This design comes from an exercise in tuning for small area on the open sky130 flow, not from production work. Function was checked by simulation only, so behaviour that the tests miss may differ from the original. Power and IR drop assume default switching activity.

==> flow/run.sh <==
#!/bin/bash
# synth_recipe.tcl (not shown) runs the flow's synth.tcl, then flattens the netlist and writes it again
# the make line also repeats each setting of config.mk as NAME=value (left out here)
make -C /OpenROAD-flow-scripts/flow DESIGN_CONFIG=/design/flow/config.mk WORK_HOME=/design/flow/orfs CLKGATE_MAP_FILE= SYNTH_SCRIPT=/design/flow/synth_recipe.tcl finish
==> flow/config.mk <==
export PLATFORM = sky130hd
export DESIGN_NAME = cache_data_array
export DESIGN_NICKNAME = cache_data_array
export VERILOG_FILES = /design/flow/design.v
export SDC_FILE = /design/flow/constraint.sdc
export NUM_CORES = 4
export LEC_CHECK = 0
export CAP_MARGIN = 20
export CORE_MARGIN = 2
export CORE_UTILIZATION = 40
export SLEW_MARGIN = 20
==> flow/constraint.sdc <==
create_clock -name core_clock -period 5.0 [get_ports {clk}]
set_input_delay 1.0000 -clock core_clock [delete_from_list [all_inputs] [get_ports {clk}]]
set_output_delay 1.0000 -clock core_clock [all_outputs]
set_load 0.01 [all_outputs]
==> flow/design.v <==
module cache_data_array #(
   parameter int unsigned LINE_BITS = 128,
   parameter int unsigned WORD_BITS = 16,
   parameter int unsigned SETS      = 8,
   parameter int unsigned WAYS      = 2,
   localparam int unsigned WORDS = LINE_BITS / WORD_BITS,
   localparam int unsigned OFF_W = (WORDS > 1) ? $clog2(WORDS) : 1,
   localparam int unsigned SET_W = $clog2(SETS),
   localparam int unsigned WAY_W = (WAYS > 1) ? $clog2(WAYS) : 1,
   localparam int unsigned BE_W  = WORD_BITS / 8
) (
   input  logic                 clk,
   input  logic                 rst_n,
   output logic                 ready,
   input  logic                 rd_en,
   input  logic [SET_W-1:0]     rd_set,
   input  logic [WAY_W-1:0]     rd_way,
   output logic                 rd_valid,
   output logic [LINE_BITS-1:0] rd_line,
   output logic                 rd_dirty,
   input  logic                 wr_en,
   input  logic [SET_W-1:0]     wr_set,
   input  logic [WAY_W-1:0]     wr_way,
   input  logic [OFF_W-1:0]     wr_offset,
   input  logic [BE_W-1:0]      wr_byte_en,
   input  logic [WORD_BITS-1:0] wr_word,
   input  logic                 fill_en,
   input  logic [SET_W-1:0]     fill_set,
   input  logic [WAY_W-1:0]     fill_way,
   input  logic [LINE_BITS-1:0] fill_line
);
   typedef enum logic [0:0] {StInit, StRun} state_e;
   localparam logic [WAY_W-1:0] WAY_MASK = WAY_W'(WAYS - 1);
   state_e               state_q;
   logic [SET_W-1:0]     cnt_q;
   logic                 ready_q;
   logic                 rd_valid_q;
   logic                 rd_dirty_q;
   logic [LINE_BITS-1:0] rd_line_q;
   logic [LINE_BITS-1:0] data_q  [SETS][WAYS];
   logic [WAYS-1:0]      dirty_q [SETS];
   logic [WAY_W-1:0]     rd_w, wr_w, fill_w;
   logic                 wr_act;
   logic                 fill_hits_wr;
   logic                 rd_hits_wr;
   logic                 rd_hits_fill;
   logic [LINE_BITS-1:0] wr_base;
   logic [LINE_BITS-1:0] wr_merged;
   logic [LINE_BITS-1:0] rd_next_line;
   logic                 rd_next_dirty;
   int unsigned          wr_bit;
   assign rd_w   = rd_way & WAY_MASK;
   assign wr_w   = wr_way & WAY_MASK;
   assign fill_w = fill_way & WAY_MASK;
   always_comb begin
      wr_act       = wr_en && (wr_byte_en != '0);
      fill_hits_wr = fill_en && (fill_set == wr_set) && (fill_w == wr_w);
      rd_hits_wr   = wr_act && (rd_set == wr_set) && (rd_w == wr_w);
      rd_hits_fill = fill_en && (rd_set == fill_set) && (rd_w == fill_w);
      wr_base      = fill_hits_wr ? fill_line : data_q[wr_set][wr_w];
      wr_merged    = wr_base;
      wr_bit       = 32'(wr_offset) * WORD_BITS;
      for (int unsigned b = 0; b < BE_W; b++) begin
         if (wr_byte_en[b]) wr_merged[wr_bit + b * 8 +: 8] = wr_word[b * 8 +: 8];
      end
      if (rd_hits_wr) begin
         rd_next_line  = wr_merged;
         rd_next_dirty = 1'b1;
      end else if (rd_hits_fill) begin
         rd_next_line  = fill_line;
         rd_next_dirty = 1'b0;
      end else begin
         rd_next_line  = data_q[rd_set][rd_w];
         rd_next_dirty = dirty_q[rd_set][rd_w];
      end
   end
   always_ff @(posedge clk) begin
      if (!rst_n) begin
         state_q    <= StInit;
         cnt_q      <= '0;
         ready_q    <= 1'b0;
         rd_valid_q <= 1'b0;
         rd_line_q  <= '0;
         rd_dirty_q <= 1'b0;
      end else if (state_q == StInit) begin
         cnt_q      <= cnt_q + SET_W'(1);
         rd_valid_q <= 1'b0;
         if (cnt_q == SET_W'(SETS - 1)) begin
            state_q <= StRun;
            ready_q <= 1'b1;
         end
      end else begin
         rd_valid_q <= rd_en;
         if (rd_en) begin
            rd_line_q  <= rd_next_line;
            rd_dirty_q <= rd_next_dirty;
         end
      end
   end
   always_ff @(posedge clk) begin
      if (rst_n) begin
         if (state_q == StInit) begin
            for (int unsigned w = 0; w < WAYS; w++) data_q[cnt_q][w] <= '0;
            dirty_q[cnt_q] <= '0;
         end else begin
            if (fill_en) begin
               data_q[fill_set][fill_w]  <= fill_line;
               dirty_q[fill_set][fill_w] <= 1'b0;
            end
            if (wr_act) begin
               data_q[wr_set][wr_w]  <= wr_merged;
               dirty_q[wr_set][wr_w] <= 1'b1;
            end
         end
      end
   end
   assign ready    = ready_q;
   assign rd_valid = rd_valid_q;
   assign rd_line  = rd_line_q;
   assign rd_dirty = rd_dirty_q;
endmodule
==> results.txt <==
## registers in the layout, summed over array words and instances (netlist names)
name and count:
state_q 1, rd_dirty_q 1, ready_q 1, data_q 2048, cnt_q 3, rd_line_q 128
rd_valid_q 1, dirty_q 16
## power by group
| group | leakage, uW | switching [uW] | internal (uW) |
|---|---|---|---|
| sequential | 0.0195 | 222 | 20400 |
| combinational | 0.0222 | 3090 | 1820 |
| clock | 0.00405 | 8120 | 10900 |
| total | 0.0458 | 11400 | 33200 |
## Yosys cell counts (all sizes together), types with 73 or more instances
master     n
and2     104
buf      377
a221oi   142
dfxtp    135
o21ai   2216
nand3     73
nor2     127
clkbuf   936
mux2i    536
mux4     863
nor3      80
o211ai   102
a22oi    200
a21oi    149
nand2   2417
edfxtp  2064
## routing by layer
layer,up-vias,routed length (um)
met5,-,117
met4,18,39100
met3,1839,76800
met2,8487,232000
met1,50900,186000
li1,42000,-
## critical path, delay by kind of cell, from the launching register on
| kind | cells | cell delay (ps) |
|---|---|---|
| AOI/OAI and AO/OA | 3 | 1210 |
| DFF | 1 | 1070 |
| and+or+nand+nor | 1 | 790 |
| buffers and inverters | 2 | 980 |
## stage by stage
step	setup slack [ps]	instance area [um2]	util	total power [uW]	hold WS [ps]
6_report	521	145000	0.460	44600	450
3_3_place_gp	-147	136000	0.433	25700	438
5_1_grt	623	145000	0.460	45400	471
3_5_place_dp	-103	136000	0.433	25800	441
2_1_floorplan	-609	127000	-	23700	463
4_1_cts	786	145000	0.460	44400	455
## cell families (layout without fill, tap and decap cells)
logic type                 after synthesis  count (layout)  synth area share
AOI/OAI and AO/OA                     3198            3198             0.151
and+or+nand+nor                       2925            2925            0.0938
DFF                                   2199            2199             0.512
muxes                                 1405            1405             0.197
buffers and inverters                 1345            1418            0.0448
xor gates and xnor gates                11              11          0.000762
adders and majority gates               10              10          0.000990
other                                    0              24                 0
## cell type report
cell class                      count  area [um2]
Antenna cell                       24        60.1
Timing Repair Buffer              930        9790
Sequential cell                  2199       64700
Clock inverter                    141        1610
Tap cell                         4160        5200
Inverter                           32         136
Fill cell                       28100      170000
Multi-Input combinational cell   7549       56700
Clock buffer                      315        6670
## path summary, 6_finish.rpt
kind	slack (ps)	to
hold / removal	450	rd_line_q[67]
hold reg to reg	450	rd_line_q[67]
setup reg to reg	520	data_q[5][69]
setup / recovery	520	data_q[5][69]
==> qor.yml <==
drc: 0
yosysSeqAreaShare: 0.512
grt_pass1_wl_mm: 743
vias: 103000
grt_pass1_vias: 98800
maxCapViolCount: 0
cts_tree: "built"
grt.busiest_layer: "met2"
yosysWarnings: 1
fin_crit_sh: 0.896
slowest_delay_ps: 1070
synth_area_leader_cell: "edfxtp_1"
grt_antenna_before_repair: 29
worst_slew_pin_slew_ps: 1250
fin_nets: 11100
max-slew-margin-rel: 0.166
post-place-cells: 14900
wl_per_cell_um: 34.8
area_growth_pct: 14.6
fp.dieW_um: 566
cts_hold_buf: 0
cp_slowest_cell: "dfxtp_1"
drtPass1Iterations: 7
avgSynthCellArea_um2: 11.4
use_met3: 0.0868
post_cts_buffers: 0
powerDensity_nw_per_um2: 308
path_cells: "o2111a_4, buf_4, a21boi_0, nor2_4, buf_12, o21ai_0"
use_met1: 0.416
final_common_cell: "nand2_1"
whs_path_depth: 2
worstSkewPairLatency_ps: 1000
fin_skew_ps: 76.3
hold_viol_final: 0
worstPathMaxFanout: 44
initial_core_util: 0.402
dieArea_um2: 320000
setup_viol: 0
async_flop_share: 0
dpl.hpwl_mm: 312
clockBufferDepth: 4
die_h_um: 566
track_usage: 0.323
slew_violations: 0
io_pins: 297
yosys_register_bits: 2199
grt_max_degree: 178
htreeDepth: 4
rsz0062_at_grt: "false"
synth.area.top_cells: "edfxtp_1 (49%), mux4_2 (15%), nand2_1 (7.1%)"
crit_path_start: "state_q"
end_kind: "flip-flop"
cts-root-buf: "clkbuf_16"
synth_top_area_frac: 0.490
grt_use_met2: 0.484
core_um2: 315000
start_kind: "flip-flop"
num_rows: 206
routabilityCongestion: 0.935
via_per_inst: 6.73
layout-drive-gt1-share: 0.188
cts_resized: 0
synthesis.nets: 11300
synth-edff-count: 2064
clk_pin_slew_worst_paths_ps: 60
overflow: 0
cts_made_buffers: 244
status: "no timing/DRC/antenna violations"
synth_area_um2: 126000
hold_class: "reg -> reg"
r2r_cells: 6
cts.sinks: 2199
worstPathRequired_ps: 5610
fin_setup_tns_ps: 0
io_buffers: 296
timing.rr.start: "state_q"
total_leakage_power_uw: 0.0458
antenna_left: 0
post-route-min-period_ps: 4480
cp.arrival_ps: 5090
drt_iter0_markers: 17600
syn_inst: 11100
max-vdd-ir-drop_v: 0.000307
crit_type: "reg -> reg"
fmax_mhz: 223
final_cell_mix: "nand2_1 (2398), edfxtp_1 (2064), o21ai_0 (1683), mux4_2 (863), mux2i_1 (536)"
synthDistinctLibCells: 82
hold_start: "rd_line_q[67]"
instances_no_fill: 15400
drt-total-wl_mm: 534
dominantRegCellSynth: "edfxtp_1"

re-timing with driven ports:
The results above use ideal ports. As a check the final layout listed here was re-extracted and re-timed, cells and wires unchanged. Step 1 sets driving cells, clkbuf_16 on the clock port and buf_2 on the other inputs (assumed; they add their load-dependent delay and slew). Step 2 times the ports against the registers' clock, not the clock port: input delays grow and output delays shrink by t, the midpoint of the rising clock arrivals with the driver on. Three values: no drivers, after step 1, after step 2; two values: the first two.
shift t [ns]: 1.046
setup slack, ns: 0.521 / 0.521 / -0.295
worst setup path at the end: input to register
Met with ideal ports but missed after step 2: setup timing in this run. For this run, drivers alone change the setup slack by 0.000 ns; drivers and shift together by -0.816 ns.
